Source: an optimization exercise on an open RTL-to-GDS flow (aim: small area and few clock cycles). Production flows keep margins and buffers that such runs may drop.
In this exercise RTL edits were held to simulation tests only and were not proved equivalent to the original.
Power figures rest on the tool's default switching activity, not on a simulated workload.

==> flow/design.v <==
`default_nettype none
package vda_pkg;
    localparam logic [2:0] CMD_START     = 3'd0;
    localparam logic [2:0] CMD_TX_RESULT = 3'd1;
    localparam logic [2:0] CMD_BEACON    = 3'd2;
    localparam logic [2:0] CMD_GRANT     = 3'd3;
    localparam logic [2:0] CMD_RESP      = 3'd4;
    localparam logic [2:0] CMD_TICK      = 3'd5;
    localparam logic [2:0] ACT_NONE       = 3'd0;
    localparam logic [2:0] ACT_ASSOC_REQ  = 3'd1;
    localparam logic [2:0] ACT_DATA_REQ   = 3'd2;
    localparam logic [2:0] ACT_RX_SLOT    = 3'd3;
    localparam logic [2:0] ACT_ACK_SLOT   = 3'd4;
    localparam logic [2:0] ACT_SEND_ACK   = 3'd5;
    localparam logic [2:0] ACT_CONFIRM    = 3'd6;
    localparam logic [2:0] ST_SUCCESS     = 3'd0;
    localparam logic [2:0] ST_ACCESS_FAIL = 3'd1;
    localparam logic [2:0] ST_NO_ACK      = 3'd2;
    localparam logic [2:0] ST_NO_DATA     = 3'd3;
    localparam logic [2:0] ST_DENIED      = 3'd4;
    localparam logic [1:0] TX_SUCCESS     = 2'd0;
    localparam logic [1:0] TX_ACCESS_FAIL = 2'd1;
    localparam logic [1:0] RESP_SUCCESS   = 2'd0;
    localparam logic [3:0] PH_IDLE      = 4'd0;
    localparam logic [3:0] PH_TX_REQ    = 4'd1;
    localparam logic [3:0] PH_BEACON    = 4'd2;
    localparam logic [3:0] PH_POLL      = 4'd3;
    localparam logic [3:0] PH_TX_DATA   = 4'd4;
    localparam logic [3:0] PH_RX_GRANT  = 4'd5;
    localparam logic [3:0] PH_RESP      = 4'd6;
    localparam logic [3:0] PH_ACK_GRANT = 4'd7;
    localparam logic [3:0] PH_TX_ACK    = 4'd8;
    localparam logic [1:0] CFG_TRACK_BEACON = 2'd0;
    localparam logic [1:0] CFG_BEACON_WAIT  = 2'd1;
    localparam logic [1:0] CFG_POLL_WAIT    = 2'd2;
    localparam logic [23:0] BEACON_WAIT_RST = 24'd32;
    localparam logic [23:0] POLL_WAIT_RST   = 24'd30720;
    localparam logic [15:0] NO_ADDR         = 16'hffff;
    localparam logic [7:0]  NO_CHANNEL      = 8'hff;
    localparam logic [15:0] NO_NET_ID       = 16'h00ff;
    typedef struct packed {
        logic [2:0]  cmd;
        logic [7:0]  channel;
        logic [15:0] net_id;
        logic [63:0] coord_addr;
        logic [1:0]  coord_addr_mode;
        logic [1:0]  tx_status;
        logic        ack_pending;
        logic        listed_in_beacon;
        logic [1:0]  resp_status;
        logic [15:0] resp_short_addr;
        logic [63:0] resp_coord_ext;
    } t_in_word;
    typedef struct packed {
        logic [2:0]  action;
        logic [63:0] dest_addr;
        logic [15:0] dest_net_id;
        logic [7:0]  use_channel;
        logic [2:0]  confirm_status;
        logic [15:0] short_addr;
        logic [63:0] coord_ext_addr;
        logic        busy_res;
    } t_out_word;
    typedef struct packed {
        logic [3:0]  phase;
        logic [7:0]  saved_channel;
        logic [15:0] saved_net_id;
        logic [63:0] saved_coord;
        logic [23:0] wait_count;
        logic [15:0] given_addr;
        logic        resp_denied;
        logic [63:0] learned_ext;
    } t_state;
    typedef struct packed {
        logic        track_beacon;
        logic [23:0] beacon_wait_ticks;
        logic [23:0] poll_wait_ticks;
    } t_cfg;
endpackage
`default_nettype wire
`default_nettype none
module vlc_device_association_fsm (
    input  wire logic         i_clk,
    input  wire logic         i_rst_n,
    input  wire logic         i_in_valid,
    output wire logic         i_in_ready,
    input  wire logic [178:0] i_in_data,
    output wire logic         o_out_valid,
    input  wire logic         o_out_ready,
    output wire logic [174:0] o_out_data,
    input  wire logic         i_cfg_we,
    input  wire logic [1:0]   i_cfg_idx,
    input  wire logic [23:0]  i_cfg_data
);
    wire [2:0]  w_cmd     = i_in_data[178:176];
    wire [7:0]  w_channel = i_in_data[175:168];
    wire [15:0] w_net_id  = i_in_data[167:152];
    wire [63:0] w_coord   = i_in_data[151:88];
    wire [1:0]  w_tx      = i_in_data[85:84];
    wire        w_ackp    = i_in_data[83];
    wire        w_listed  = i_in_data[82];
    wire [1:0]  w_rs      = i_in_data[81:80];
    wire [15:0] w_rsa     = i_in_data[79:64];
    wire [63:0] w_rce     = i_in_data[63:0];
    localparam logic [3:0] PH_IDLE      = 4'd0;
    localparam logic [3:0] PH_TX_REQ    = 4'd1;
    localparam logic [3:0] PH_BEACON    = 4'd2;
    localparam logic [3:0] PH_POLL      = 4'd3;
    localparam logic [3:0] PH_TX_DATA   = 4'd4;
    localparam logic [3:0] PH_RX_GRANT  = 4'd5;
    localparam logic [3:0] PH_RESP      = 4'd6;
    localparam logic [3:0] PH_ACK_GRANT = 4'd7;
    localparam logic [3:0] PH_TX_ACK    = 4'd8;
    logic [3:0]  r_phase;
    logic [7:0]  r_channel;    
    logic [15:0] r_net_id;     
    logic [63:0] r_coord;      
    logic [23:0] r_share;
    wire  [23:0] r_remain = r_share;
    wire  [15:0] r_given  = r_share[15:0];
    wire         r_denied = r_share[16];
    logic [63:0] r_ext;        
    logic        r_ext_ok;
    logic        r_track;
    logic [23:0] r_bwait;
    logic [23:0] r_pwait;
    wire w_acc = i_in_valid & o_out_ready;
    assign i_in_ready  = o_out_ready;
    assign o_out_valid = i_in_valid;
    wire p_idle  = (r_phase == PH_IDLE);
    wire p_txreq = (r_phase == PH_TX_REQ);
    wire p_bcn   = (r_phase == PH_BEACON);
    wire p_poll  = (r_phase == PH_POLL);
    wire p_txdat = (r_phase == PH_TX_DATA);
    wire p_rxg   = (r_phase == PH_RX_GRANT);
    wire p_resp  = (r_phase == PH_RESP);
    wire p_ackg  = (r_phase == PH_ACK_GRANT);
    wire p_txack = (r_phase == PH_TX_ACK);
    wire w_hit   = ~|r_remain[23:1];
    wire w_succ  = (w_tx == 2'd0);
    wire [2:0] w_failc = (w_tx == 2'd1) ? 3'd1 : 3'd2;
    wire w_resp_ok = (w_rs == 2'd0);
    logic [3:0] n_phase;
    logic [2:0] n_action;
    logic       fin;
    logic [2:0] fin_st;
    logic       fill;
    always_comb begin
        n_phase  = r_phase;
        n_action = 3'd0;
        fin      = 1'b0;
        fin_st   = 3'd0;
        fill     = 1'b0;
        case (w_cmd)
            3'd0: if (p_idle) begin
                n_phase = PH_TX_REQ; n_action = 3'd1; fill = 1'b1;
            end
            3'd1: begin
                if (p_txreq) begin
                    if (w_succ) n_phase = r_track ? PH_BEACON : PH_POLL;
                    else begin fin = 1'b1; fin_st = w_failc; end
                end else if (p_txdat) begin
                    if (!w_succ) begin fin = 1'b1; fin_st = w_failc; end
                    else if (w_ackp) begin n_phase = PH_RX_GRANT; n_action = 3'd3; fill = 1'b1; end
                    else begin fin = 1'b1; fin_st = 3'd3; end
                end else if (p_txack) begin
                    fin = 1'b1; fin_st = r_denied ? 3'd4 : 3'd0;
                end
            end
            3'd2: if (p_bcn && w_listed) begin
                n_phase = PH_TX_DATA; n_action = 3'd2; fill = 1'b1;
            end
            3'd3: begin
                if (p_rxg) n_phase = PH_RESP;
                else if (p_ackg) begin n_phase = PH_TX_ACK; n_action = 3'd5; fill = 1'b1; end
            end
            3'd4: if (p_resp) begin
                n_phase = PH_ACK_GRANT; n_action = 3'd4; fill = 1'b1;
            end
            3'd5: begin
                if (p_bcn) begin
                    if (w_hit) begin fin = 1'b1; fin_st = 3'd3; end
                end else if (p_poll) begin
                    if (w_hit) begin n_phase = PH_TX_DATA; n_action = 3'd2; fill = 1'b1; end
                end
            end
            default: ;
        endcase
        if (fin) begin
            n_action = 3'd6;
            n_phase  = PH_IDLE;
            if (fin_st == 3'd0) fill = 1'b1;
        end
    end
    wire w_fin_ok = fin & (fin_st == 3'd0);
    wire w_ext_upd = i_in_valid & p_resp & (w_cmd == 3'd4) & w_resp_ok;
    wire [7:0]  d_channel = p_idle ? w_channel : r_channel;
    wire [15:0] d_net_id  = p_idle ? w_net_id  : r_net_id;
    wire [63:0] d_coord   = p_idle ? w_coord   : r_coord;
    wire        w_ext_hold = ~w_ext_upd & r_ext_ok;
    wire [63:0] d_ext     = ({64{w_ext_upd}} & w_rce) | ({64{w_ext_hold}} & r_ext);
    assign o_out_data = {n_action,
                         fill ? d_coord   : 64'd0,
                         fill ? d_net_id  : 16'd0,
                         fill ? d_channel : 8'd0,
                         fin ? fin_st : 3'd0,
                         w_fin_ok ? r_given : 16'hffff,
                         d_ext,
                         (n_phase != PH_IDLE)};
    always_ff @(posedge i_clk) begin
        r_channel <= d_channel;
        r_net_id  <= d_net_id;
        r_coord   <= d_coord;
    end
    always_ff @(posedge i_clk) begin
        r_ext_ok <= i_rst_n;
        r_ext    <= d_ext;
    end
    always_ff @(posedge i_clk) begin
        if (!i_rst_n) begin
            r_phase <= PH_IDLE;
        end else if (w_acc) begin
            r_phase <= n_phase;
        end
    end
    always_ff @(posedge i_clk) begin
        if (p_txreq) r_share <= r_track ? r_bwait : r_pwait;
        else if (p_resp) r_share[16:0] <= {~w_resp_ok, w_rsa};
        else if (w_acc && w_cmd == 3'd5 && (p_bcn || p_poll)) r_share <= r_share - 24'd1;
    end
    wire        w_cfg_rst = ~i_rst_n;
    wire [23:0] w_cfg_d   = i_cfg_data & {24{i_rst_n}};
    wire        w_we_trk  = w_cfg_rst | (i_cfg_we && i_cfg_idx == 2'd0);
    wire        w_we_bw   = w_cfg_rst | (i_cfg_we && i_cfg_idx == 2'd1);
    wire        w_we_pw   = w_cfg_rst | (i_cfg_we && i_cfg_idx == 2'd2);
    always_ff @(posedge i_clk) begin
        if (w_we_trk) r_track <= w_cfg_d[0];
        if (w_we_bw)  r_bwait <= w_cfg_d | (w_cfg_rst ? 24'd32 : 24'd0);
        if (w_we_pw)  r_pwait <= w_cfg_d | (w_cfg_rst ? 24'd30720 : 24'd0);
    end
endmodule
`default_nettype wire
==> flow/flow/run.sh <==
#!/bin/bash
# The standard layout with three changes:
#  - synthesis maps the logic with an area-recovering ABC script
#    (flow/abc_map.script in place of ORFS's abc_speed.script; everything
#    else in synthesis, registers included, is the standard synthesis);
#  - plain buf_1 cells as the port buffers;
#  - a clock tree of clkbuf_8 cells without dummy loads.
set -euo pipefail
export BUFFER_PORTS_ARGS="-buffer_cell sky130_fd_sc_hd__buf_1"
export CTS_ARGS="-sink_clustering_enable -repair_clock_nets -dont_use_dummy_load -buf_list sky130_fd_sc_hd__clkbuf_8 -root_buf sky130_fd_sc_hd__clkbuf_8 -sink_clustering_size 16 -sink_clustering_max_diameter 60"
rm -rf scripts_abc
cp -r "$FLOW_HOME/scripts" scripts_abc
cp flow/abc_map.script scripts_abc/abc_speed.script
SCRIPTS_DIR="$PWD/scripts_abc" bash standard.sh synth > synth.log 2>&1
bash standard.sh > standard.log 2>&1
==> flow/flow/abc_map.script <==
&get -n
&st
&dch
&nf -a
&st
&dch
&nf -a
&st
&dch
&nf -a
&st
&dch
&nf -a
&put
topo
stime -c
dnsize -c
==> flow/standard.sh <==
#!/bin/bash
# synth_recipe.tcl (not shown) runs the flow's synth.tcl, then flattens the netlist and writes it again
# the make line also repeats each setting of config.mk as NAME=value (left out here)
make -C /OpenROAD-flow-scripts/flow DESIGN_CONFIG=/design/flow/config.mk WORK_HOME=/design/flow/orfs CLKGATE_MAP_FILE= SYNTH_SCRIPT=/design/flow/synth_recipe.tcl "${@:-finish}"
==> flow/config.mk <==
export PLATFORM = sky130hd
export DESIGN_NAME = vlc_device_association_fsm
export DESIGN_NICKNAME = vlc_device_association_fsm
export VERILOG_FILES = /design/flow/design.v
export SDC_FILE = /design/flow/constraint.sdc
export NUM_CORES = 4
export LEC_CHECK = 0
export CAP_MARGIN = 20
export CORE_MARGIN = 2
export CORE_UTILIZATION = 40
export SLEW_MARGIN = 20
==> flow/constraint.sdc <==
create_clock -name core_clock -period 6.0 [get_ports {i_clk}]
set_input_delay 1.2000 -clock core_clock [delete_from_list [all_inputs] [get_ports {i_clk}]]
set_output_delay 1.2000 -clock core_clock [all_outputs]
set_load 0.01 [all_outputs]
==> results of run 1 <==
-- layer usage --
| metal | global-route usage (%) | wire [um] | share of wire (%) |
|---|---|---|---|
| met4 | 6.12 | 741 | 3.0 |
| met1 | 23.9 | 10200 | 41 |
| met5 | 0 | 0 | 0 |
| met3 | 4.54 | 1760 | 7.0 |
| met2 | 34.2 | 12300 | 49 |
-- final timing paths --
kind / cells after the start / end
setup / recovery: 7 / o_out_data[79]
hold / removal: 1 / r_coord[39]$_DFF_P_
setup reg to reg: 6 / r_phase[0]$_SDFFE_PN0P_
hold reg to reg: 1 / r_coord[39]$_DFF_P_
-- sequential cells by signal, indices dropped and copies added, names as in the netlist --
register	flops
r_phase	4
r_bwait	24
r_net_id	16
r_pwait	24
r_coord	64
r_channel	8
r_ext	64
r_ext_ok	1
r_track	1
r_share	24
-- cell families (layout without fill, tap and decap cells) --
group                      count (synthesis)  after routing  share of synthesized area (%)
and+or+nand+nor                          243            243                           15.6
xor gates and xnor gates                   8              8                          0.756
adders and majority gates                  1              1                          0.135
buffers and inverters                     10            424                          0.486
AOI/OAI and AO/OA                        158            158                           12.4
DFF                                      230            230                           57.5
muxes                                    109            109                           13.1
-- per-stage QoR --
stage	cells	area [um^2]	hold WS, ns
3_3_place_gp	1436	11200	0.432
6_report	1458	11500	0.447
4_1_cts	1458	11500	0.451
3_5_place_dp	1436	11200	0.437
5_1_grt	1458	11500	0.465
2_1_floorplan	759	9320	0.424
-- cell usage after synthesis (all sizes together), types with 3 or more instances --
cell	number
edfxtp	73
and3	6
nor4	7
a21oi	25
or3b	3
nor2	19
nor3	7
nand2	24
or2	17
and2	29
nor3b	4
dfxtp	157
o211ai	7
mux2i	12
a22o	64
nor4b	3
o221ai	4
nand3	7
mux2	97
xor2	6
nand3b	6
nor2b	90
nand4	3
clkinv	8
nand2b	8
o21ai	34
a221o	7
-- cell type report --
class	instances	area [um^2]	share of cell area, %
Timing Repair Buffer	394	1540	13.4
Clock buffer	22	303	2.63
Inverter	8	30.0	0.261
Multi-Input combinational cell	519	3960	34.3
Tap cell	285	357	3.09
Sequential cell	230	5340	46.3
-- worst max-delay path, delay by kind of cell, from the launching register on --
family          cells  cell delay [ns]
simple gates        5             2.20
flops               1             0.70
compound gates      1             0.31
buf+inv             1             0.15
-- power breakdown --
part | internal, uW | switching [uW] | leakage (uW)
Combinational | 216 | 238 | 0.00184
Clock | 328 | 493 | 0.000158
Sequential | 1770 | 46.8 | 0.00200
Total | 2320 | 777 | 0.00400
==> qor.yml, run 1 <==
power:
  cellLeakagePower_uw: 0.00400
  peakVddDrop_mv: 0.166
  p_per_area_mw_per_mm2: 268
  total_power_uw: 3090
placed_design:
  dp.final_hpwl_um: 18200
  place_ws_ns: 0.978
  port_buffers: 384
  gp_congestion: 0.841
worst_setup_path:
  worst-path-max-fanout: 17
  startpoint: "r_phase[1]$_SDFFE_PN0P_"
  reg2reg_slack_ns: 3.20
  critPathLaunchType: "flip-flop"
  worstReg2RegStart: "r_phase[0]$_SDFFE_PN0P_"
  worstPathArrival_ns: 3.87
  cp_slowest_stage_delay_ns: 0.70
  end_kind: "output pin"
  crit_required_ns: 4.80
  crit_type: "reg -> out"
  path_cells: "or4b_1 > nor3_1 > a211oi_1 > nor3b_1 > nand2_1 > or2_0 > buf_1"
  cp_slowest_cell: "dfxtp_1"
cts:
  hold_buffers: 0
  clk_pin_slew_worst_paths_ns: 0.07
  clockBufferDepth: 3
  cts_tree: "built"
  root_buffer: "clkbuf_8"
  clkLatencyLatePin_ns: 0.56
  cts_setup_buffers: 0
  tritoncts.num_buffers: 22
  post_cts_resized: 0
  cts_sinks: 230
  h-tree-depth: 1
finish:
  layout-drive-gt1-share_pct: 3.32
  fillers: 2184
  n_antenna_cell: 0
  final_common_cell: "buf_1"
  fin_nets: 1386
  final_util_pct: 50.7
  final_cell_mix: "384 x buf_1, 157 x dfxtp_1, 97 x mux2_1"
  area_delta_synth_final_pct: 24.3
timing:
  post-route-period-util_pct: 84.5
  tightestPinTransition_ns: 0.832
  hold_viol: 0
  fin_crit_ns: 5.07
  worst_slack_ns: 0.931
  setup-tns-final_ns: 0
  rsz0062_at_grt: "no"
  setup_violations: 0
  worst_slew_margin_rel_pct: 44.5
  finClkSkew_ns: 0.0706
  drv_slew: 0
  max_freq_mhz: 197
grt:
  grt_max_degree: 89
  grt_pass1_vias: 7170
  grt_pass1_wl_um: 37800
  track_usage_pct: 19.5
  antenna_found_initial: 0
  overflow: 0
drt:
  routed_via_density: 5.06
  drt_first_iter_violations: 360
  drtPass1Iterations: 5
  vias: 7379
  routed_wl_um: 25100
  ant_nets: 0
  drcViolationCount: 0
  detail_route.wl_per_cell_um: 17.2
synth:
  ys_seq_area_share_pct: 57.5
  synth_top_area_cell: "dfxtp_1"
  syn-instance-count: 759
  avgSynthCellArea_um2: 12.2
  synth_edf_count: 73
  netlist_area_mm2: 0.00927
  synth_area_leaders: "dfxtp_1 34%, edfxtp_1 24%, mux2_1 12%"
  ys_async_sr_fraction_pct: 0
  ys_warn_count: 1
  synth_top_area_share_pct: 33.9
  synthFlopType: "dfxtp_1"
  ys_types: 49
  ys_seq_elements: 230
  syn_nets: 970
floorplanning:
  initial_core_util_pct: 40.8
  std_cell_rows: 55
  boundaryPins: 387
  fp.dieW_um: 156
  coreArea_mm2: 0.0227
  dieArea_mm2: 0.0244
  die_h_um: 156
worst_hold_path:
  hp-start: "r_coord[39]$_DFF_P_"
  hp-class: "reg -> reg"
status:
  status: "finished clean"
job:
  cap_viol_max_count: 0
Testbench counts, summed over its fixed seeds: cycles 28,281.
==> run 2: changes to the inputs <==
--- a/flow/design.v
+++ b/flow/design.v
@@ -223,10 +223,16 @@
             r_phase <= n_phase;
         end
     end
-    always_ff @(posedge i_clk) begin
-        if (p_txreq) r_share <= r_track ? r_bwait : r_pwait;
-        else if (p_resp) r_share[16:0] <= {~w_resp_ok, w_rsa};
-        else if (w_acc && w_cmd == 3'd5 && (p_bcn || p_poll)) r_share <= r_share - 24'd1;
+    wire        s_bw  = p_txreq & r_track;
+    wire        s_pw  = p_txreq & ~r_track;
+    wire        s_dec = ~p_txreq & ~p_resp;
+    wire        w_share_en = p_txreq | p_resp | (w_acc && w_cmd == 3'd5 && (p_bcn || p_poll));
+    wire [23:0] w_dec = r_share - 24'd1;
+    wire [23:0] d_share = ({24{s_bw}} & r_bwait) | ({24{s_pw}} & r_pwait)
+                        | ({24{s_dec}} & w_dec)
+                        | {7'd0, {17{p_resp}} & {~w_resp_ok, w_rsa}};
+    always_ff @(posedge i_clk) begin
+        if (w_share_en) r_share <= d_share;
     end
     wire        w_cfg_rst = ~i_rst_n;
     wire [23:0] w_cfg_d   = i_cfg_data & {24{i_rst_n}};
==> run 2 against run 1 <==
Effect of this change:
- routed wire length grew 12%
- critical path depth grew 2
- synthesized area shrank 3.1%
- clock skew shrank 0.019 ns
- clock power grew 2%
- worst hold slack gained 0.021 ns
==> qor.yml, run 2 <==
status:
  status: "finished clean"
drt:
  drtPass1Iterations: 7  # +2
  vias: 8493  # +15%
  ant_nets: 0  # unchanged
  routed_wl_um: 28000  # +12%
  routed_via_density: 5.26  # +3.8%
  drcViolationCount: 0  # unchanged
  drt_first_iter_violations: 527  # +46%
  detail_route.wl_per_cell_um: 17.3  # +0.84%
cts:
  post_cts_resized: 0  # unchanged
  cts_sinks: 230  # unchanged
  clockBufferDepth: 3  # unchanged
  hold_buffers: 0  # unchanged
  root_buffer: "clkbuf_8"
  h-tree-depth: 1  # unchanged
  tritoncts.num_buffers: 22  # unchanged
  cts_tree: "built"
  cts_setup_buffers: 0  # unchanged
  clkLatencyLatePin_ns: 0.55  # about the same
  clk_pin_slew_worst_paths_ns: 0.10  # +0.03 ns
synth:
  synth-compound-area-share_pct: 12.5  # +0.076 points
  muxShareOfSynthArea_pct: 0  # -13 points
  ys_seq_elements: 230  # unchanged
  ys_types: 45  # -8.2%
  synth_area_leaders: "dfxtp_1 35%, edfxtp_1 24%, nor2_1 12%"
  synth_edf_count: 73  # unchanged
  netlist_area_mm2: 0.00899  # -3.1%
  ys_warn_count: 1  # unchanged
  syn_nets: 1124  # +16%
  yosys.cell_count.top_type: "nor2_1"
  synth_top_area_share_pct: 35.0  # +1.1 points
  synth_adder_area_share_pct: 0.139  # +0.0043 points
  syn-instance-count: 913  # +20%
  synth_top_area_cell: "dfxtp_1"
  ys_async_sr_fraction_pct: 0  # unchanged
  synthFlopType: "dfxtp_1"
  ys_seq_area_share_pct: 59.4  # +1.8 points
  avgSynthCellArea_um2: 9.84  # -19%
  synth_top_family_by_area: "simple AND/OR/NAND/NOR gates"
  synthSimpleGateAreaFrac_pct: 25.9  # +10 points
  ys_top_cells_by_count: "283 x nor2_1, 157 x dfxtp_1, 100 x nor3_1"
  synth-xor-area-share_pct: 1.66  # +0.90 points
floorplanning:
  initial_core_util_pct: 40.9  # +0.091 points
  dieArea_mm2: 0.0237  # -3.0%
  die_h_um: 154  # -1.5%
  boundaryPins: 387  # unchanged
  fp.dieW_um: 154  # -1.5%
  std_cell_rows: 54  # -1.8%
  coreArea_mm2: 0.0220  # -3.3%
timing:
  setup-tns-final_ns: 0  # unchanged
  fin_crit_ns: 4.99  # -0.0772 ns
  worst_slew_margin_rel_pct: 35.8  # -8.7 points
  rsz0062_at_grt: "no"
  holdWs_ns: 0.469  # +0.0214 ns
  post-route-period-util_pct: 83.2  # -1.3 points
  worst_slack_ns: 1.01  # +0.0772 ns
  max_freq_mhz: 200  # +1.5%
  hold_viol: 0  # unchanged
  finClkSkew_ns: 0.0512  # -0.0195 ns
  drv_slew: 0  # unchanged
  setup_violations: 0  # unchanged
  tightestPinTransition_ns: 0.963  # +0.131 ns
finish:
  layout-drive-gt1-share_pct: 3.67  # +0.35 points
  final_cell_mix: "384 x buf_1, 283 x nor2_1, 157 x dfxtp_1"
  multiInputGateArea_mm2: 0.00370  # -6.6%
  regArea_mm2: 0.00534  # unchanged
  largestRegisters: "r_coord x64, r_ext x64"
  fin_nets: 1547  # +12%
  final_common_cell: "buf_1"
  fillers: 2197  # +0.60%
  fin_cells: 1616  # +11%
  area_delta_synth_final_pct: 25.6
worst_setup_path:
  path_depth: 9  # +2
  worst-path-max-fanout: 64  # +47
  cp_slowest_stage_delay_ns: 0.63  # -0.07 ns
  cp_slowest_cell: "dfxtp_1"
  ff2ff_path_depth: 8  # +2
  path_cells: "nor4bb_4 > buf_4 > nor4b_2 > buf_4 > nand2_1 > nor3_4 > buf_4 > a22o_1 > buf_1"
  crit_buf_inv: 4  # +3
  critPathLaunchType: "flip-flop"
  worstPathArrival_ns: 3.79  # -0.08 ns
  crit_type: "reg -> out"
  cp_top_family: "buffers and inverters"
  end_kind: "output pin"
  crit_required_ns: 4.80  # about the same
  path_common_cell: "buf_4"
placed_design:
  gp_congestion: 0.909  # +8.1%
  dp.cells: 1592  # +11%
  dp.final_hpwl_um: 20000  # +10%
  port_buffers: 384  # unchanged
  place_ws_ns: 1.16  # +0.184 ns
power:
  cellLeakagePower_uw: 0.00395  # -1.2%
  peakVddDrop_mv: 0.216  # +30%
  p_per_area_mw_per_mm2: 276  # +2.8%
  total_power_uw: 3120  # +0.72%
grt:
  antenna_found_initial: 2  # +2
  grt_pass1_vias: 7952  # +11%
  grt_max_degree: 89  # unchanged
  grt_pass1_wl_um: 43000  # +14%
  overflow: 0  # unchanged
  track_usage_pct: 22.9  # +3.3 points
worst_hold_path:
  hp-class: "reg -> reg"
  hold_depth: 2  # +1
job:
  cap_viol_max_count: 0  # unchanged
run 2: cell types whose count changed after synthesis, moves of 6 or more:
cell / change
a21oi_1: -15
nor2b_1: -88
mux2i_1: -12
nor3_1: +93
or3_1: +16
nor2_1: +264
or2_0: -15
xnor2_1: +8
mux2_1: -97
a22oi_1: +7
a221o_1: -6
a222oi_1: +14
run 2: where the power goes:
part           internal (uW)  leakage, uW  switching (uW)
sequential              1780      0.00200            55.6
clock                    328     0.000158             505
combinational            157      0.00179             294
run 2: layer usage:
metal	global-route usage (%)	vias up	routed length, um
met5	0	-	13
met4	8.46	2	1090
li1	-	4171	-
met1	27.9	3967	11400
met2	38.5	297	13200
met3	6.76	56	2250
run 2: final timing paths:
kind	startpoint	endpoint	slack (ns)
setup / recovery	r_phase[2]$_SDFFE_PN0P_	o_out_data[61]	1.01
hold reg to reg	r_coord[54]$_DFF_P_	r_coord[54]$_DFF_P_	0.47
hold / removal	r_coord[54]$_DFF_P_	r_coord[54]$_DFF_P_	0.47
setup reg to reg	r_share[0]$_DFFE_PP_	r_share[20]$_DFFE_PP_	2.65
run 2: through the flow:
step	instance area [um^2]	util, %
floorplan	9040	-
global placement	11000	49.9
detailed placement	11000	49.9
CTS	11300	51.3
global route	11300	51.4
finish	11300	51.4
run 2: layout make-up:
type,instances,share of cell area [%]
Antenna cell,2,0.0444
Multi-Input combinational cell,674,32.8
Clock buffer,22,2.68
Inverter,7,0.233
Sequential cell,230,47.3
Tap cell,280,3.10
Timing Repair Buffer,401,13.9
run 2: logic make-up after synthesis:
group	Yosys count
and+or+nand+nor	510
DFF	230
buffers and inverters	9
AOI/OAI and AO/OA	146
xor gates and xnor gates	17
adders and majority gates	1
run 2: worst min-delay path, delay by kind of cell, from the launching register on:
family	cells	cell delay, ns
flip-flops	1	0.31
AND/OR/NAND/NOR	2	0.13
Testbench counts of run 2, summed over its fixed seeds: cycles 28,281.
==> run 3: changes to the inputs <==
--- a/flow/flow/run.sh
+++ b/flow/flow/run.sh
@@ -7,7 +7,7 @@
 #  - a clock tree of clkbuf_8 cells without dummy loads.
 set -euo pipefail
 export BUFFER_PORTS_ARGS="-buffer_cell sky130_fd_sc_hd__buf_1"
-export CTS_ARGS="-sink_clustering_enable -repair_clock_nets -dont_use_dummy_load -buf_list sky130_fd_sc_hd__clkbuf_8 -root_buf sky130_fd_sc_hd__clkbuf_8 -sink_clustering_size 16 -sink_clustering_max_diameter 60"
+export CTS_ARGS="-sink_clustering_enable -repair_clock_nets -dont_use_dummy_load -buf_list sky130_fd_sc_hd__clkbuf_4 -root_buf sky130_fd_sc_hd__clkbuf_8 -sink_clustering_size 10 -sink_clustering_max_diameter 50"
 rm -rf scripts_abc
 cp -r "$FLOW_HOME/scripts" scripts_abc
 cp flow/abc_map.script scripts_abc/abc_speed.script
==> run 3 against run 2 <==
Effect of this change:
- critical path type unchanged
- combinational power is essentially flat
- worst setup slack lost 0.018 ns
- largest cell class unchanged
- flip-flop and latch count is the same
- utilization shrank 0.086 points
- maximum frequency shrank 0.37%
- still clean
==> qor.yml, run 3 <==
cts:
  root_buffer: "clkbuf_8"
  tritoncts.num_buffers: 34  # +55%
  clockBufferDepth: 3  # unchanged
  cts_tree: "built"
  h-tree-depth: 2  # +1
  clkLatencyLatePin_ns: 0.52  # -0.03 ns
  hold_buffers: 0  # unchanged
  post_cts_resized: 0  # unchanged
  cts_sinks: 230  # unchanged
  cts_setup_buffers: 0  # unchanged
  clk_pin_slew_worst_paths_ns: 0.08  # -0.02 ns
worst_setup_path:
  crit_required_ns: 4.80  # about the same
  cp_slowest_stage_delay_ns: 0.68  # +0.05 ns
  end_kind: "output pin"
  worst-path-max-fanout: 53  # -17%
  path_cells: "nor4_1 > nand4_1 > nor3_1 > a21o_1 > nor4_4 > buf_4 > nor3_1 > buf_1"
  path_common_cell: "nor3_1"
  critPathLaunchType: "flip-flop"
  crit_type: "reg -> out"
  cp_top_family: "simple AND/OR/NAND/NOR gates"
  worstPathArrival_ns: 3.81  # +0.02 ns
  cp_slowest_cell: "nor4_1"
  crit_buf_inv: 2  # -2
job:
  cap_viol_max_count: 0  # unchanged
timing:
  setup_violations: 0  # unchanged
  fin_crit_ns: 5.01  # +0.0184 ns
  max_freq_mhz: 200  # -0.37%
  drv_slew: 0  # unchanged
  post-route-period-util_pct: 83.5  # +0.31 points
  worst_slack_ns: 0.989  # -0.0184 ns
  tightestPinTransition_ns: 0.967  # +0.00386 ns
  setup-tns-final_ns: 0  # unchanged
  hold_viol: 0  # unchanged
  worst_slew_margin_rel_pct: 35.5  # -0.26 points
  finClkSkew_ns: 0.0645  # +0.0133 ns
  rsz0062_at_grt: "no"
drt:
  routed_wl_um: 28200  # +0.74%
  ant_nets: 0  # unchanged
  drt_first_iter_violations: 521  # -1.1%
  detail_route.wl_per_cell_um: 17.4  # about the same
  drcViolationCount: 0  # unchanged
  routed_via_density: 5.28  # +0.41%
  drtPass1Iterations: 5  # -2
  vias: 8586  # +1.1%
floorplanning:
  initial_core_util_pct: 40.9  # unchanged
  boundaryPins: 387  # unchanged
  std_cell_rows: 54  # unchanged
  coreArea_mm2: 0.0220  # unchanged
  fp.dieW_um: 154  # unchanged
  dieArea_mm2: 0.0237  # unchanged
  die_h_um: 154  # unchanged
synth:
  ys_types: 45  # unchanged
  ys_async_sr_fraction_pct: 0  # unchanged
  avgSynthCellArea_um2: 9.84  # unchanged
  synth_top_area_share_pct: 35.0  # unchanged
  syn_nets: 1124  # unchanged
  yosys.cell_count.top_type: "nor2_1"
  ys_seq_area_share_pct: 59.4  # unchanged
  synth_edf_count: 73  # unchanged
  ys_top_cells_by_count: "283 x nor2_1, 157 x dfxtp_1, 100 x nor3_1"
  synth_top_area_cell: "dfxtp_1"
  netlist_area_mm2: 0.00899  # unchanged
  syn-instance-count: 913  # unchanged
  ys_seq_elements: 230  # unchanged
  synthFlopType: "dfxtp_1"
  synth_area_leaders: "dfxtp_1 35%, edfxtp_1 24%, nor2_1 12%"
  ys_warn_count: 1  # unchanged
power:
  peakVddDrop_mv: 0.152  # -29%
  p_per_area_mw_per_mm2: 275  # -0.38%
  cellLeakagePower_uw: 0.00396  # +0.28%
grt:
  grt_pass1_vias: 8079  # +1.6%
  overflow: 0  # unchanged
  grt_util_met3_pct: 7.16  # +0.39 points
  grt_max_degree: 89  # unchanged
  busiest_layer: "met2"
  use_met1_pct: 28.4  # +0.53 points
  track_usage_pct: 23.3  # +0.47 points
  antenna_found_initial: 2  # unchanged
  grt_use_met2_pct: 39.7  # +1.2 points
  grt_pass1_wl_um: 43700  # +1.7%
finish:
  fin_nets: 1559  # +0.78%
  final_common_cell: "buf_1"
  area_delta_synth_final_pct: 25.4
  largestRegisters: "r_coord x64, r_ext x64"
  fillers: 2228  # +1.4%
  final_cell_mix: "384 x buf_1, 283 x nor2_1, 157 x dfxtp_1"
  layout-drive-gt1-share_pct: 4.53  # +0.86 points
  final_util_pct: 51.3  # -0.086 points
placed_design:
  gp_congestion: 0.909  # unchanged
  place_ws_ns: 1.16  # unchanged
  dp.final_hpwl_um: 20000  # unchanged
  port_buffers: 384  # unchanged
worst_hold_path:
  hp-class: "reg -> reg"
status:
  status: "finished clean"
-- run 3: power by group --
part | switching [uW] | internal (uW)
sequential | 55.7 | 1770
combinational | 295 | 157
clock | 515 | 301
total | 866 | 2230
-- run 3: area by class of cell --
cell class / count / area (um^2) / share of cell area, %
flip-flops and latches: 230 / 5340 / 47.4
multi-input cells: 674 / 3700 / 32.8
repair buffers: 401 / 1570 / 13.9
well taps: 280 / 350 / 3.11
clock buffers: 34 / 287 / 2.54
inverters: 7 / 26.3 / 0.233
diodes: 1 / 2.50 / 0.0222
-- run 3: cell families (layout without fill, tap and decap cells) --
group,after synthesis,after routing,synth area share [%]
simple gates,510,510,25.9
flops,230,230,59.4
compound gates,146,146,12.5
xor+xnor,17,17,1.66
buf+inv,9,442,0.459
fa+ha+maj,1,1,0.139
other cells,0,1,0
-- run 3: per-layer routing --
layer  part of all wire (%)  vias up
li1                       -     4205
met1                     41     4020
met2                     49      310
met3                    7.6       49
met4                    2.6        2
met5                  0.053        -
-- run 3: tightest hold or removal path: stages (launching register included) --
cell and delay [ns]:
dfxtp_1 0.32, nor2_1 0.05, nor2_1 0.08
-- run 3: path summary, 6_finish.rpt --
| check | start | to | slack (ns) | cells after the start |
|---|---|---|---|---|
| worst max register to register | r_share[1]$_DFFE_PP_ | r_share[20]$_DFFE_PP_ | 2.67 | 8 |
| worst max-delay path | r_share[14]$_DFFE_PP_ | o_out_data[154] | 0.99 | 8 |
| worst min-delay path | r_coord[29]$_DFF_P_ | r_coord[29]$_DFF_P_ | 0.47 | 2 |
| worst min register to register | r_coord[29]$_DFF_P_ | r_coord[29]$_DFF_P_ | 0.47 | 2 |
-- run 3: stage by stage --
| stage | std cells | hold WS, ns | power, uW | cell area, um^2 |
|---|---|---|---|---|
| after floorplan | 913 | 0.442 | 2150 | 9040 |
| after global placement | 1592 | 0.450 | 2310 | 11000 |
| after detailed placement | 1592 | 0.454 | 2320 | 11000 |
| after CTS | 1626 | 0.479 | 3140 | 11300 |
| after global routing | 1626 | 0.495 | 3270 | 11300 |
| final | 1627 | 0.475 | 3100 | 11300 |
==> run 4: changes to the inputs <==
--- a/flow/design.v
+++ b/flow/design.v
@@ -103,14 +103,14 @@
     wire [15:0] w_rsa     = i_in_data[79:64];
     wire [63:0] w_rce     = i_in_data[63:0];
     localparam logic [3:0] PH_IDLE      = 4'd0;
-    localparam logic [3:0] PH_TX_REQ    = 4'd1;
-    localparam logic [3:0] PH_BEACON    = 4'd2;
-    localparam logic [3:0] PH_POLL      = 4'd3;
-    localparam logic [3:0] PH_TX_DATA   = 4'd4;
-    localparam logic [3:0] PH_RX_GRANT  = 4'd5;
-    localparam logic [3:0] PH_RESP      = 4'd6;
-    localparam logic [3:0] PH_ACK_GRANT = 4'd7;
-    localparam logic [3:0] PH_TX_ACK    = 4'd8;
+    localparam logic [3:0] PH_TX_REQ    = 4'd2;
+    localparam logic [3:0] PH_BEACON    = 4'd3;
+    localparam logic [3:0] PH_POLL      = 4'd1;
+    localparam logic [3:0] PH_TX_DATA   = 4'd6;
+    localparam logic [3:0] PH_RX_GRANT  = 4'd7;
+    localparam logic [3:0] PH_RESP      = 4'd5;
+    localparam logic [3:0] PH_ACK_GRANT = 4'd4;
+    localparam logic [3:0] PH_TX_ACK    = 4'd12;
     logic [3:0]  r_phase;
     logic [7:0]  r_channel;    
     logic [15:0] r_net_id;     
==> run 4 against run 3 <==
Effect of this change:
- clock skew fell by 0.015 ns
- final cell count fell by 1.0%
- largest power group unchanged
- first-iteration DRC count rose by 11%
- highest routed layer unchanged
- clock-buffer cell count fell by 5
- critical path type unchanged
==> qor.yml, run 4 <==
status:
  status: "finished clean"
worst_setup_path:
  crit_type: "reg -> out"
  reg2reg_to: "r_share[22]$_DFFE_PP_"
  startpoint: "r_share[13]$_DFFE_PP_"
  cp_slowest_cell: "nor4_1"
  crit_end: "o_out_data[166]"
  worstPathArrival_ns: 3.95  # +0.14 ns
  end_kind: "output pin"
  crit_buf_inv: 2  # unchanged
  crit_required_ns: 4.80  # about the same
  ff2ff_path_depth: 8  # unchanged
  cp_top_family: "simple AND/OR/NAND/NOR gates"
  path_common_cell: "nor4_1"
  worstReg2RegStart: "r_share[1]$_DFFE_PP_"
  worst-path-max-fanout: 88  # +66%
  cp_slowest_stage_delay_ns: 0.73  # +0.05 ns
  path_depth: 8  # unchanged
  path_cells: "nor4_1 > nand2_1 > nor4_1 > or2_0 > nor4_4 > buf_4 > nor3_1 > buf_1"
  reg2reg_slack_ns: 3.07  # +0.40 ns
  critPathLaunchType: "flip-flop"
synth:
  syn_nets: 1117  # -0.62%
  netlist_area_mm2: 0.00891  # -0.82%
  ys_async_sr_fraction_pct: 0  # unchanged
  ys_seq_elements: 230  # unchanged
  synthFlopType: "dfxtp_1"
  synth_area_leaders: "dfxtp_1 35%, edfxtp_1 25%, nor2_1 12%"
  ys_seq_area_share_pct: 59.9  # +0.49 points
  ys_types: 44  # -2.2%
  synth_top_area_share_pct: 35.3  # +0.29 points
  ys_warn_count: 1  # unchanged
  yosys.cell_count.top_type: "nor2_1"
  synth_top_area_cell: "dfxtp_1"
  ys_top_cells_by_count: "284 x nor2_1, 157 x dfxtp_1, 89 x nor3_1"
  synth_edf_count: 73  # unchanged
  avgSynthCellArea_um2: 9.84  # about the same
  syn-instance-count: 906  # -0.77%
drt:
  ant_nets: 0  # unchanged
  drtPass1Iterations: 7  # +2
  vias: 8299  # -3.3%
  routed_wl_um: 27800  # -1.5%
  drt_first_iter_violations: 576  # +11%
  drcViolationCount: 0  # unchanged
  detail_route.wl_per_cell_um: 17.3  # -0.47%
  routed_via_density: 5.15  # -2.3%
cts:
  hold_buffers: 0  # unchanged
  clockBufferDepth: 3  # unchanged
  root_buffer: "clkbuf_8"
  tritoncts.num_buffers: 29  # -15%
  cts_setup_buffers: 0  # unchanged
  clk_pin_slew_worst_paths_ns: 0.10  # +0.02 ns
  post_cts_resized: 0  # unchanged
  h-tree-depth: 1  # -1
  clkLatencyLatePin_ns: 0.53  # about the same
  cts_sinks: 230  # unchanged
  cts_tree: "built"
timing:
  hold_viol: 0  # unchanged
  max_freq_mhz: 194  # -2.6%
  setup-tns-final_ns: 0  # unchanged
  post-route-period-util_pct: 85.8  # +2.2 points
  drv_slew: 0  # unchanged
  tightestPinTransition_ns: 1.06  # +0.0969 ns
  setup_violations: 0  # unchanged
  worst_slack_ns: 0.855  # -0.135 ns
  rsz0062_at_grt: "no"
  finClkSkew_ns: 0.0494  # -0.0151 ns
  worst_slew_margin_rel_pct: 29.1  # -6.5 points
  fin_crit_ns: 5.15  # +0.135 ns
floorplanning:
  boundaryPins: 387  # unchanged
  std_cell_rows: 54  # unchanged
  coreArea_mm2: 0.0218  # -0.62%
  initial_core_util_pct: 40.8  # -0.085 points
  fp.dieW_um: 153  # -0.40%
  dieArea_mm2: 0.0235  # -0.80%
  die_h_um: 153  # -0.40%
finish:
  largestRegisters: "r_coord x64, r_ext x64"
  area_delta_synth_final_pct: 24.6
  fin_nets: 1543  # -1.0%
  fillers: 2240  # +0.54%
  final_common_cell: "buf_1"
  multiInputGateArea_mm2: 0.00361  # -2.2%
  layout-drive-gt1-share_pct: 3.83  # -0.70 points
  final_cell_mix: "384 x buf_1, 284 x nor2_1, 157 x dfxtp_1"
  n_antenna_cell: 0  # -1
  regArea_mm2: 0.00534  # unchanged
placed_design:
  port_buffers: 384  # unchanged
  gp_congestion: 0.876  # -3.6%
  place_ws_ns: 1.10  # -0.0570 ns
  dp.final_hpwl_um: 19900  # -0.85%
grt:
  track_usage_pct: 22.8  # -0.54 points
  overflow: 0  # unchanged
  grt_max_degree: 89  # unchanged
  antenna_found_initial: 1  # -1
  grt_pass1_wl_um: 43100  # -1.5%
  grt_pass1_vias: 7910  # -2.1%
power:
  p_per_area_mw_per_mm2: 270  # -1.7%
  cellLeakagePower_uw: 0.00395  # -0.44%
  peakVddDrop_mv: 0.179  # +17%
job:
  cap_viol_max_count: 0  # unchanged
worst_hold_path:
  hp-class: "reg -> reg"
-- run 4: cells by family after synthesis --
group,after synthesis,share of synthesized area (%)
and+or+nand+nor,509,25.9
buffers and inverters,9,0.463
AOI/OAI and AO/OA,145,12.5
DFF,230,59.9
xor gates and xnor gates,12,1.18
adders and majority gates,1,0.140
-- run 4: metal layers --
| layer | GRT usage [%] | up-vias | share of wire [%] |
|---|---|---|---|
| met5 | 0 | - | 0.047 |
| met4 | 6.79 | 2 | 2.6 |
| met3 | 7.12 | 49 | 8.6 |
| met2 | 37.6 | 304 | 48 |
| met1 | 28.8 | 3834 | 41 |
| li1 | - | 4110 | - |
-- run 4: layout make-up --
class	count	area share, %
clock buffers	29	2.13
flip-flops and latches	230	48.1
multi-input cells	667	32.6
repair buffers	397	13.9
inverters	7	0.237
well taps	280	3.16
-- run 4: how the worst min path moves through the flow --
stage / startpoint / endpoint / cells after the start
after global routing: r_ext[45]$_DFF_P_ / r_ext[45]$_DFF_P_ / 1
after global placement: r_coord[34]$_DFF_P_ / r_coord[34]$_DFF_P_ / 2
after detailed placement: r_ext[40]$_DFF_P_ / r_ext[40]$_DFF_P_ / 1
after CTS: r_net_id[5]$_DFF_P_ / r_net_id[5]$_DFF_P_ / 2
after floorplan: r_channel[0]$_DFF_P_ / r_channel[0]$_DFF_P_ / 2
final: r_net_id[5]$_DFF_P_ / r_net_id[5]$_DFF_P_ / 2
-- run 4: worst min-delay path, delay by kind of cell, from the launching register on --
family	cells	cell delay, ns
flops	1	0.30
simple gates	2	0.13
-- run 4: through the flow --
step	cells	area, um^2	power (uW)	util [%]	hold slack (ns)
2_1_floorplan	906	8940	2140	-	0.442
3_3_place_gp	1581	10900	2300	49.8	0.448
3_5_place_dp	1581	10900	2310	49.8	0.453
4_1_cts	1610	11100	3040	50.8	0.473
5_1_grt	1610	11100	3180	50.9	0.494
6_report	1610	11100	3000	50.9	0.466
-- run 4: power by group --
part           internal, uW  switching (uW)
sequential             1770            55.0
clock                   246             487
combinational           155             286
total                  2170             828
Testbench counts of run 4, summed over its fixed seeds: cycles 28,281.
==> run 5: changes to the inputs <==
--- a/flow/config.mk
+++ b/flow/config.mk
@@ -7,5 +7,5 @@
 export LEC_CHECK = 0
 export CAP_MARGIN = 20
 export CORE_MARGIN = 2
-export CORE_UTILIZATION = 40
+export CORE_UTILIZATION = 65
 export SLEW_MARGIN = 20
==> run 5 against run 4 <==
Effect of this change:
- maximum frequency down 2.3%
- utilization rose by 32 points
- routed wire length decreased by 1.4%
- clock power shrank 4.6%
- global-route usage is 13 points higher
- sequential power about the same
- combinational power increased by 2%
- cell area fell by 1.3%
- final cell count fell by 6.5%
- critical endpoint is now o_out_data[162]
- largest power group unchanged
==> qor.yml, run 5 <==
worst_setup_path:
  crit_required_ns: 4.80  # about the same
  critPathLaunchType: "flip-flop"
  ff2ff_path_depth: 5  # -3
  crit_type: "reg -> out"
  end_kind: "output pin"
  worstPathArrival_ns: 4.07  # +0.12 ns
  worst-path-max-fanout: 42  # -52%
timing:
  post-route-period-util_pct: 87.8  # +2.0 points
  worst_slew_margin_rel_pct: 27.8  # -1.3 points
  finClkSkew_ns: 0.0365  # -0.0129 ns
  setup-tns-final_ns: 0  # unchanged
  hold_viol: 0  # unchanged
  rsz0062_at_grt: "no"
  worst_slack_ns: 0.732  # -0.123 ns
  max_freq_mhz: 190  # -2.3%
  tightestPinTransition_ns: 1.07  # +0.00977 ns
  holdWs_ns: 0.467  # +0.00117 ns
  fin_crit_ns: 5.27  # +0.123 ns
  drv_slew: 0  # unchanged
  setup_violations: 0  # unchanged
finish:
  layout-drive-gt1-share_pct: 3.83  # unchanged
  stdcell_area_mm2: 0.0110  # -1.3%
  largestRegisters: "r_coord x64, r_ext x64"
  area_delta_synth_final_pct: 22.9
  fillers: 905  # -60%
  final_common_cell: "buf_1"
  final_util_pct: 82.4  # +32 points
  fin_nets: 1543  # unchanged
  n_antenna_cell: 0  # unchanged
  final_cell_mix: "384 x buf_1, 284 x nor2_1, 157 x dfxtp_1"
drt:
  vias: 8754  # +5.5%
  detail_route.wl_per_cell_um: 18.2  # +5.4%
  routed_via_density: 5.81  # +13%
  ant_nets: 0  # unchanged
  routed_wl_um: 27400  # -1.4%
  drtPass1Iterations: 5  # -2
  drcViolationCount: 0  # unchanged
  drt_first_iter_violations: 963  # +67%
cts:
  tritoncts.num_buffers: 27  # -6.9%
  clkLatencyLatePin_ns: 0.54  # about the same
  post_cts_resized: 0  # unchanged
  hold_buffers: 0  # unchanged
  cts_setup_buffers: 0  # unchanged
  clk_pin_slew_worst_paths_ns: 0.11  # about the same
  h-tree-depth: 1  # unchanged
  cts_sinks: 230  # unchanged
  clockBufferDepth: 3  # unchanged
  root_buffer: "clkbuf_8"
  cts_tree: "built"
synth:
  ys_async_sr_fraction_pct: 0  # unchanged
  ys_types: 44  # unchanged
  ys_seq_area_share_pct: 59.9  # unchanged
  ys_seq_elements: 230  # unchanged
  syn_nets: 1117  # unchanged
  yosys.cell_count.top_type: "nor2_1"
  synth_area_leaders: "dfxtp_1 35%, edfxtp_1 25%, nor2_1 12%"
  synth_top_area_share_pct: 35.3  # unchanged
  synth_top_area_cell: "dfxtp_1"
  synth_edf_count: 73  # unchanged
  avgSynthCellArea_um2: 9.84  # unchanged
  synthFlopType: "dfxtp_1"
  ys_warn_count: 1  # unchanged
  ys_top_cells_by_count: "284 x nor2_1, 157 x dfxtp_1, 89 x nor3_1"
  netlist_area_mm2: 0.00891  # unchanged
  syn-instance-count: 906  # unchanged
grt:
  antenna_found_initial: 0  # -1
  grt_max_degree: 89  # unchanged
  track_usage_pct: 35.9  # +13 points
  grt_pass1_vias: 7876  # -0.43%
  overflow: 0  # unchanged
  grt_pass1_wl_um: 41000  # -4.9%
power:
  comb_power_share_pct: 15.1  # +0.4 points
  peakVddDrop_mv: 0.207  # +16%
  swShare_pct: 27.5  # about the same
  clkPwrFrac_pct: 23.4  # -1.0 points
  p_int_uw: 2160  # -0.71%
  cellLeakagePower_uw: 0.00394  # about the same
  seqPwrFrac_pct: 61.5  # +0.6 points
  switching_power_uw: 821  # -0.80%
  p_per_area_mw_per_mm2: 272  # +0.58%
floorplanning:
  dieArea_mm2: 0.0147  # -38%
  die_h_um: 121  # -21%
  std_cell_rows: 42  # -22%
  initial_core_util_pct: 67.0  # +26 points
  boundaryPins: 387  # unchanged
  coreArea_mm2: 0.0133  # -39%
  fp.dieW_um: 121  # -21%
placed_design:
  place_ws_ns: 1.30  # +0.199 ns
  port_buffers: 384  # unchanged
  place_area_mm2: 0.0107  # -1.2%
  gp_congestion: 0.945  # +7.9%
  dp.final_hpwl_um: 19900  # +0.37%
job:
  cap_viol_max_count: 0  # unchanged
status:
  status: "finished clean"
worst_hold_path:
  hp-class: "reg -> reg"
  hold_depth: 2  # unchanged
run 5: logic make-up (layout without fill, tap and decap cells):
| family | after synthesis | count (layout) | share of synthesized area (%) |
|---|---|---|---|
| adders and majority gates | 1 | 1 | 0.140 |
| DFF | 230 | 230 | 59.9 |
| buffers and inverters | 9 | 433 | 0.463 |
| and+or+nand+nor | 509 | 509 | 25.9 |
| AOI/OAI and AO/OA | 145 | 145 | 12.5 |
| xor gates and xnor gates | 12 | 12 | 1.18 |
run 5: stage by stage:
step	std cells	power (uW)
after floorplan	906	2140
after global placement	1479	2290
after detailed placement	1479	2310
after CTS	1506	2990
after global routing	1506	3120
final	1506	2980
run 5: final cells by class:
class                      instances  area (um^2)  area share [%]
timing repair buffer             399         1550            14.2
clock buffer                      27          221            2.02
tap                              176          220            2.01
sequential                       230         5340            48.7
multi-input combinational        667         3600            32.9
inverter                           7         26.3           0.240
run 5: layer usage:
layer	share of wire [%]	vias up	routed length, um	global-route usage (%)
met5	0	-	0	0
met4	3.1	0	841	11.2
met3	11	63	3010	9.68
met2	48	490	13200	59.4
met1	38	4088	10300	46.0
li1	-	4113	-	-
run 5: final timing paths:
kind                                            start                    end  slack, ns
worst min-delay path              r_coord[41]$_DFF_P_    r_coord[41]$_DFF_P_       0.47
worst max register to register  r_share[13]$_DFFE_PP_  r_share[22]$_DFFE_PP_       2.84
worst min register to register    r_coord[41]$_DFF_P_    r_coord[41]$_DFF_P_       0.47
worst max-delay path            r_share[13]$_DFFE_PP_        o_out_data[162]       0.73
run 5: power groups by stage:
stage | combinational, uW | sequential, uW | clock (uW)
global route | 506 | 1840 | 769
floorplan | 290 | 1850 | 0
detailed placement | 444 | 1870 | 0
CTS | 447 | 1830 | 708
global placement | 429 | 1860 | 0
finish | 450 | 1830 | 699
run 5: critical path: stages (launching register included):
cell and delay [ns]:
edfxtp_1 0.49, nor4_1 0.94, nand2_1 0.25, nor4_1 0.55, or2_0 0.30, nor4_4 0.09
buf_4 0.28, nor3_1 0.25, buf_1 0.36
==> run 6: changes to the inputs <==
==> flow/flow/abc_map.script (replaced) <==
&get -n
&st
&dch
&nf -a -R 1000
&st
&dch
&nf -a -R 1000
&st
&dch
&nf -a -R 1000
&st
&dch
&nf -a -R 1000
&put
topo
stime -c
dnsize -c
--- a/flow/config.mk
+++ b/flow/config.mk
@@ -7,5 +7,5 @@
 export LEC_CHECK = 0
 export CAP_MARGIN = 20
 export CORE_MARGIN = 2
-export CORE_UTILIZATION = 65
+export CORE_UTILIZATION = 40
 export SLEW_MARGIN = 20
==> run 6 against run 5 <==
Effect of this change:
- still clean
- die area up 59%
- final cell count up 7.0%
- worst setup slack better by 0.13 ns
- global-route usage down 14 points
- critical path depth up 2
- synthesized area down 0.70%
- utilization down 32 points
- first-iteration DRC count down 44%
- power up 0.94%
- clock power up 5.3%
- combinational power down 2%
- largest cell class unchanged
==> qor.yml, run 6 <==
drt:
  drtPass1Iterations: 5  # unchanged
  routed_via_density: 5.15  # -11%
  vias: 8304  # -5.1%
  detail_route.wl_per_cell_um: 16.7  # -8.1%
  ant_nets: 0  # unchanged
  routed_wl_um: 27000  # -1.7%
  drcViolationCount: 0  # unchanged
  drt_first_iter_violations: 538  # -44%
grt:
  track_usage_pct: 22.1  # -14 points
  grt_pass1_wl_um: 41900  # +2.3%
  overflow: 0  # unchanged
  grt_pass1_vias: 7865  # -0.14%
  grt_max_degree: 89  # unchanged
  antenna_found_initial: 0  # unchanged
synth:
  synth_top_area_share_pct: 35.5  # +0.25 points
  syn-instance-count: 906  # unchanged
  netlist_area_mm2: 0.00885  # -0.70%
  ys_seq_elements: 230  # unchanged
  synth_top_area_cell: "dfxtp_1"
  syn_nets: 1117  # unchanged
  yosys.cell_count.top_type: "nor2_1"
  ys_top_cells_by_count: "286 x nor2_1, 157 x dfxtp_1, 97 x nor3_1"
  ys_seq_area_share_pct: 60.3  # +0.42 points
  avgSynthCellArea_um2: 9.77  # -0.70%
  synthFlopType: "dfxtp_1"
  synth_area_leaders: "dfxtp_1 36%, edfxtp_1 25%, nor2_1 12%"
  synth_edf_count: 73  # unchanged
  ys_async_sr_fraction_pct: 0  # unchanged
  ys_types: 36  # -18%
  ys_warn_count: 1  # unchanged
worst_setup_path:
  reg2reg_slack_ns: 3.13  # +0.29 ns
  reg2reg_to: "r_share[21]$_DFFE_PP_"
  critPathLaunchType: "flip-flop"
  crit_required_ns: 4.80  # about the same
  worstPathArrival_ns: 3.93  # -0.14 ns
  worstReg2RegStart: "r_share[2]$_DFFE_PP_"
  ff2ff_path_depth: 8  # +3
  worst-path-max-fanout: 88  # +110%
  end_kind: "output pin"
  crit_type: "reg -> out"
cts:
  h-tree-depth: 1  # unchanged
  cts_tree: "built"
  clk_pin_slew_worst_paths_ns: 0.10  # about the same
  cts_sinks: 230  # unchanged
  post_cts_resized: 0  # unchanged
  root_buffer: "clkbuf_8"
  hold_buffers: 0  # unchanged
  clockBufferDepth: 3  # unchanged
  tritoncts.num_buffers: 30  # +11%
  clkLatencyLatePin_ns: 0.54  # about the same
  cts_setup_buffers: 0  # unchanged
floorplanning:
  coreArea_mm2: 0.0218  # +64%
  std_cell_rows: 54  # +29%
  initial_core_util_pct: 40.7  # -26 points
  dieArea_mm2: 0.0233  # +59%
  boundaryPins: 387  # unchanged
  die_h_um: 153  # +26%
  fp.dieW_um: 153  # +26%
finish:
  stdcell_area_mm2: 0.0110  # +0.72%
  final_common_cell: "buf_1"
  n_antenna_cell: 0  # unchanged
  area_delta_synth_final_pct: 24.7
  final_cell_mix: "384 x buf_1, 286 x nor2_1, 157 x dfxtp_1"
  fillers: 2184  # +140%
  fin_nets: 1545  # +0.13%
  layout-drive-gt1-share_pct: 3.83  # -0.0058 points
  largestRegisters: "r_coord x64, r_ext x64"
timing:
  hold_viol: 0  # unchanged
  tightestPinTransition_ns: 1.06  # -0.0146 ns
  setup-tns-final_ns: 0  # unchanged
  finClkSkew_ns: 0.0342  # -0.00222 ns
  max_freq_mhz: 195  # +2.6%
  worst_slew_margin_rel_pct: 29.4  # +1.6 points
  rsz0062_at_grt: "no"
  fin_crit_ns: 5.13  # -0.135 ns
  drv_slew: 0  # unchanged
  post-route-period-util_pct: 85.6  # -2.2 points
  worst_slack_ns: 0.867  # +0.135 ns
  holdWs_ns: 0.470  # +0.00311 ns
  setup_violations: 0  # unchanged
power:
  cellLeakagePower_uw: 0.00394  # about the same
  peakVddDrop_mv: 0.156  # -25%
  total_power_uw: 3010  # +0.94%
  p_per_area_mw_per_mm2: 273  # +0.22%
placed_design:
  dp.final_hpwl_um: 19300  # -3.0%
  gp_congestion: 0.858  # -9.3%
  place_area_mm2: 0.0108  # +0.55%
  place_ws_ns: 1.04  # -0.260 ns
  port_buffers: 384  # unchanged
status:
  status: "finished clean"
worst_hold_path:
  hp-class: "reg -> reg"
  min_to: "r_channel[4]$_DFF_P_"
  hold_depth: 2  # unchanged
  hp-start: "r_channel[4]$_DFF_P_"
job:
  cap_viol_max_count: 0  # unchanged
run 6: changes by cell type in the layout (fill, tap and decap cells not counted), moves of 4 or more:
cell,change
nand2b_1,-12
or3_1,+15
nand4_1,-4
nand3_1,+4
nor3_1,+7
run 6: per-stage QoR:
stage / instances / util (%)
after floorplan: 906 / -
final: 1612 / 50.7
after global routing: 1612 / 50.7
after global placement: 1582 / 49.6
after CTS: 1612 / 50.7
after detailed placement: 1582 / 49.6
run 6: power by group:
group,leakage (uW),internal (uW),switching [uW]
Sequential,0.00200,1780,54.2
Clock,0.000146,254,483
Combinational,0.00179,153,289
Total,0.00394,2180,826
run 6: cell type report:
class	count	area (um^2)	area share (%)
clock buffers	30	244	2.21
inverters	6	22.5	0.204
multi-input cells	668	3540	32.1
flip-flops and latches	230	5340	48.3
well taps	280	350	3.17
repair buffers	398	1550	14.0
run 6: worst max-delay path by stage:
| stage | startpoint | end | cells past startpoint |
|---|---|---|---|
| 4_1_cts | r_share[5]$_DFFE_PP_ | o_out_data[160] | 10 |
| 2_1_floorplan | r_phase[3]$_SDFFE_PN0P_ | o_out_data[100] | 3 |
| 5_1_grt | r_share[5]$_DFFE_PP_ | o_out_data[160] | 10 |
| 6_report | r_share[5]$_DFFE_PP_ | o_out_data[160] | 10 |
| 3_5_place_dp | i_in_data[176] | o_out_data[160] | 10 |
| 3_3_place_gp | i_in_data[176] | o_out_data[160] | 10 |
run 6: worst max-delay path, stage by stage, from the launching register on:
cell      delay [ns]
edfxtp_1        0.49
nor4_1          0.63
nand3_1         0.14
nor3_1          0.47
and3_1          0.26
nand3_1         0.10
nand2b_1        0.20
nor4_4          0.07
buf_4           0.35
nor3_1          0.34
buf_1           0.25
run 6: cell families after synthesis:
logic type	synth area share [%]
buf+inv	0.424
simple gates	25.9
xor+xnor	1.39
fa+ha+maj	0.141
flops	60.3
compound gates	11.8
run 6: metal layers:
| metal | track usage, % | vias to the layer above | wire (um) |
|---|---|---|---|
| li1 | - | 4099 | - |
| met1 | 28.3 | 3844 | 11200 |
| met2 | 37.0 | 316 | 12800 |
| met3 | 6.31 | 45 | 2310 |
| met4 | 5.86 | 0 | 622 |
| met5 | 0 | - | 0 |
==> run 7: changes to the inputs <==
--- a/flow/flow/run.sh
+++ b/flow/flow/run.sh
@@ -4,7 +4,7 @@
 #    (flow/abc_map.script in place of ORFS's abc_speed.script; everything
 #    else in synthesis, registers included, is the standard synthesis);
 #  - plain buf_1 cells as the port buffers;
-#  - a clock tree of clkbuf_8 cells without dummy loads.
+#  - a clock tree of clkbuf_4 cells (clkbuf_8 root) without dummy loads.
 set -euo pipefail
 export BUFFER_PORTS_ARGS="-buffer_cell sky130_fd_sc_hd__buf_1"
 export CTS_ARGS="-sink_clustering_enable -repair_clock_nets -dont_use_dummy_load -buf_list sky130_fd_sc_hd__clkbuf_4 -root_buf sky130_fd_sc_hd__clkbuf_8 -sink_clustering_size 10 -sink_clustering_max_diameter 50"
--- a/flow/config.mk
+++ b/flow/config.mk
@@ -5,7 +5,7 @@
 export SDC_FILE = /design/flow/constraint.sdc
 export NUM_CORES = 4
 export LEC_CHECK = 0
-export CAP_MARGIN = 20
+export CAP_MARGIN = 0
 export CORE_MARGIN = 2
 export CORE_UTILIZATION = 40
-export SLEW_MARGIN = 20
+export SLEW_MARGIN = 0
==> run 7 against run 6 <==
Effect of this change:
- worst setup slack is the same
- critical path type unchanged
- largest cell class unchanged
- worst hold slack is the same
- combinational power is essentially flat
==> qor.yml, run 7 <==
status:
  status: "finished clean"
synth:
  ys_seq_elements: 230  # unchanged
  syn-instance-count: 906  # unchanged
  synth_area_leaders: "dfxtp_1 36%, edfxtp_1 25%, nor2_1 12%"
  syn_nets: 1117  # unchanged
  ys_seq_area_share_pct: 60.3  # unchanged
  ys_warn_count: 1  # unchanged
  ys_top_cells_by_count: "286 x nor2_1, 157 x dfxtp_1, 97 x nor3_1"
  ys_types: 36  # unchanged
  yosys.cell_count.top_type: "nor2_1"
  synth_edf_count: 73  # unchanged
  synthFlopType: "dfxtp_1"
  avgSynthCellArea_um2: 9.77  # unchanged
  synth_top_area_share_pct: 35.5  # unchanged
  netlist_area_mm2: 0.00885  # unchanged
  ys_async_sr_fraction_pct: 0  # unchanged
  synth_top_area_cell: "dfxtp_1"
finish:
  multiInputGateArea_mm2: 0.00354  # unchanged
  fillers: 2184  # unchanged
  final_common_cell: "buf_1"
  final_util_pct: 50.7  # unchanged
  largestRegisters: "r_coord x64, r_ext x64"
  area_delta_synth_final_pct: 24.7  # unchanged
  fin_nets: 1545  # unchanged
  n_antenna_cell: 0  # unchanged
  final_cell_mix: "384 x buf_1, 286 x nor2_1, 157 x dfxtp_1"
  stdcell_area_mm2: 0.0110  # unchanged
  regArea_mm2: 0.00534  # unchanged
  layout-drive-gt1-share_pct: 3.83  # unchanged
power:
  comb_power_share_pct: 14.7  # about the same
  switching_power_uw: 826  # unchanged
  cellLeakagePower_uw: 0.00394  # unchanged
  peakVddDrop_mv: 0.156  # unchanged
  clkPwrFrac_pct: 24.5  # about the same
  seqPwrFrac_pct: 60.8  # about the same
  p_per_area_mw_per_mm2: 273  # unchanged
  p_int_uw: 2180  # unchanged
  swShare_pct: 27.5  # unchanged
grt:
  track_usage_pct: 22.1  # unchanged
  grt_pass1_wl_um: 41900  # unchanged
  grt_max_degree: 89  # unchanged
  overflow: 0  # unchanged
  grt_pass1_vias: 7865  # unchanged
  antenna_found_initial: 0  # unchanged
timing:
  rsz0062_at_grt: "no"
  hold_viol: 0  # unchanged
  setup_violations: 0  # unchanged
  drv_slew: 0  # unchanged
  worst_slew_margin_rel_pct: 29.4  # unchanged
  tightestPinTransition_ns: 1.06  # unchanged
  fin_crit_ns: 5.13  # unchanged
  finClkSkew_ns: 0.0342  # unchanged
  post-route-period-util_pct: 85.6  # unchanged
  max_freq_mhz: 195  # unchanged
  setup-tns-final_ns: 0  # unchanged
floorplanning:
  std_cell_rows: 54  # unchanged
  fp.dieW_um: 153  # unchanged
  coreArea_mm2: 0.0218  # unchanged
  boundaryPins: 387  # unchanged
  initial_core_util_pct: 40.7  # unchanged
  die_h_um: 153  # unchanged
  dieArea_mm2: 0.0233  # unchanged
worst_setup_path:
  critPathLaunchType: "flip-flop"
  cp_top_family: "simple AND/OR/NAND/NOR gates"
  worstReg2RegStart: "r_share[2]$_DFFE_PP_"
  worstPathArrival_ns: 3.93  # about the same
  path_cells: "nor4_1 > nand3_1 > nor3_1 > and3_1 > nand3_1 > nand2b_1 > nor4_4 > buf_4 > nor3_1 > buf_1"
  crit_required_ns: 4.80  # about the same
  crit_type: "reg -> out"
  worst-path-max-fanout: 88  # unchanged
  cp_slowest_cell: "nor4_1"
  reg2reg_slack_ns: 3.13  # about the same
  reg2reg_to: "r_share[21]$_DFFE_PP_"
  ff2ff_path_depth: 8  # unchanged
  end_kind: "output pin"
  cp_slowest_stage_delay_ns: 0.63  # about the same
  crit_buf_inv: 2  # unchanged
cts:
  cts_setup_buffers: 0  # unchanged
  post_cts_resized: 0  # unchanged
  cts_tree: "built"
  root_buffer: "clkbuf_8"
  tritoncts.num_buffers: 30  # unchanged
  clockBufferDepth: 3  # unchanged
  cts_sinks: 230  # unchanged
  h-tree-depth: 1  # unchanged
  clk_pin_slew_worst_paths_ns: 0.10  # about the same
  clkLatencyLatePin_ns: 0.54  # about the same
  hold_buffers: 0  # unchanged
worst_hold_path:
  min_to: "r_channel[4]$_DFF_P_"
  hp-start: "r_channel[4]$_DFF_P_"
  hp-class: "reg -> reg"
  hold_depth: 2  # unchanged
placed_design:
  dp.final_hpwl_um: 19300  # unchanged
  gp_congestion: 0.858  # unchanged
  port_buffers: 384  # unchanged
  place_area_mm2: 0.0108  # unchanged
drt:
  drcViolationCount: 0  # unchanged
  routed_via_density: 5.15  # unchanged
  drtPass1Iterations: 5  # unchanged
  drt_first_iter_violations: 538  # unchanged
  routed_wl_um: 27000  # unchanged
  detail_route.wl_per_cell_um: 16.7  # unchanged
  vias: 8304  # unchanged
  ant_nets: 0  # unchanged
job:
  cap_viol_max_count: 0  # unchanged
[run 7: cell counts in the layout (fill, tap and decap cells not counted)]
Identical to the previous run, type by type.
[run 7: cells by family after synthesis]
kind of cell    share of synthesized area [%]
compound gates                           11.8
xor+xnor                                 1.39
fa+ha+maj                               0.141
buf+inv                                 0.424
flops                                    60.3
simple gates                             25.9
[run 7: area by class of cell]
| type | instances | share of cell area [%] |
|---|---|---|
| Sequential cell | 230 | 48.3 |
| Multi-Input combinational cell | 668 | 32.1 |
| Clock buffer | 30 | 2.21 |
| Timing Repair Buffer | 398 | 14.0 |
| Tap cell | 280 | 3.17 |
| Inverter | 6 | 0.204 |
[run 7: per-layer routing]
layer,GRT usage [%],share of wire (%),up-vias
li1,-,-,4099
met1,28.3,42,3844
met4,5.86,2.3,0
met3,6.31,8.6,45
met5,0,0,-
met2,37.0,47,316
[run 7: how the worst max path moves through the flow]
stage / startpoint / endpoint / slack [ns] / depth (start not counted)
finish: r_share[5]$_DFFE_PP_ / o_out_data[160] / 0.87 / 10
global route: r_share[5]$_DFFE_PP_ / o_out_data[160] / 0.54 / 10
detailed placement: i_in_data[176] / o_out_data[160] / 1.04 / 10
floorplan: r_phase[3]$_SDFFE_PN0P_ / o_out_data[100] / 0.20 / 3
global placement: i_in_data[176] / o_out_data[160] / 1.04 / 10
CTS: r_share[5]$_DFFE_PP_ / o_out_data[160] / 0.78 / 10
[run 7: stage by stage]
step,hold WS [ns],cells,setup WS [ns],total power (uW)
2_1_floorplan,0.442,906,0.201,2140
3_3_place_gp,0.448,1582,1.04,2300
3_5_place_dp,0.455,1582,1.04,2310
4_1_cts,0.476,1612,0.778,3050
5_1_grt,0.489,1612,0.537,3190
6_report,0.470,1612,0.867,3010
[run 7: power by group through the flow]
stage	Clock, uW	Combinational, uW	Sequential, uW
5_1_grt	837	509	1850
6_report	736	442	1830
3_5_place_dp	0	446	1870
2_1_floorplan	0	290	1850
3_3_place_gp	0	438	1860
4_1_cts	773	448	1830
[run 7: worst min-delay path, delay by kind of cell (launching register included)]
| kind | cells | cell delay, ns |
|---|---|---|
| AND/OR/NAND/NOR | 2 | 0.13 |
| flip-flops | 1 | 0.31 |

Setup slack of run 7, layout unchanged: 0.867 ns with ideal ports, 0.825 ns with driving cells assumed (clock clkbuf_16, inputs buf_2), 1.003 ns with port delays also shifted by the 0.569 ns mid clock arrival.
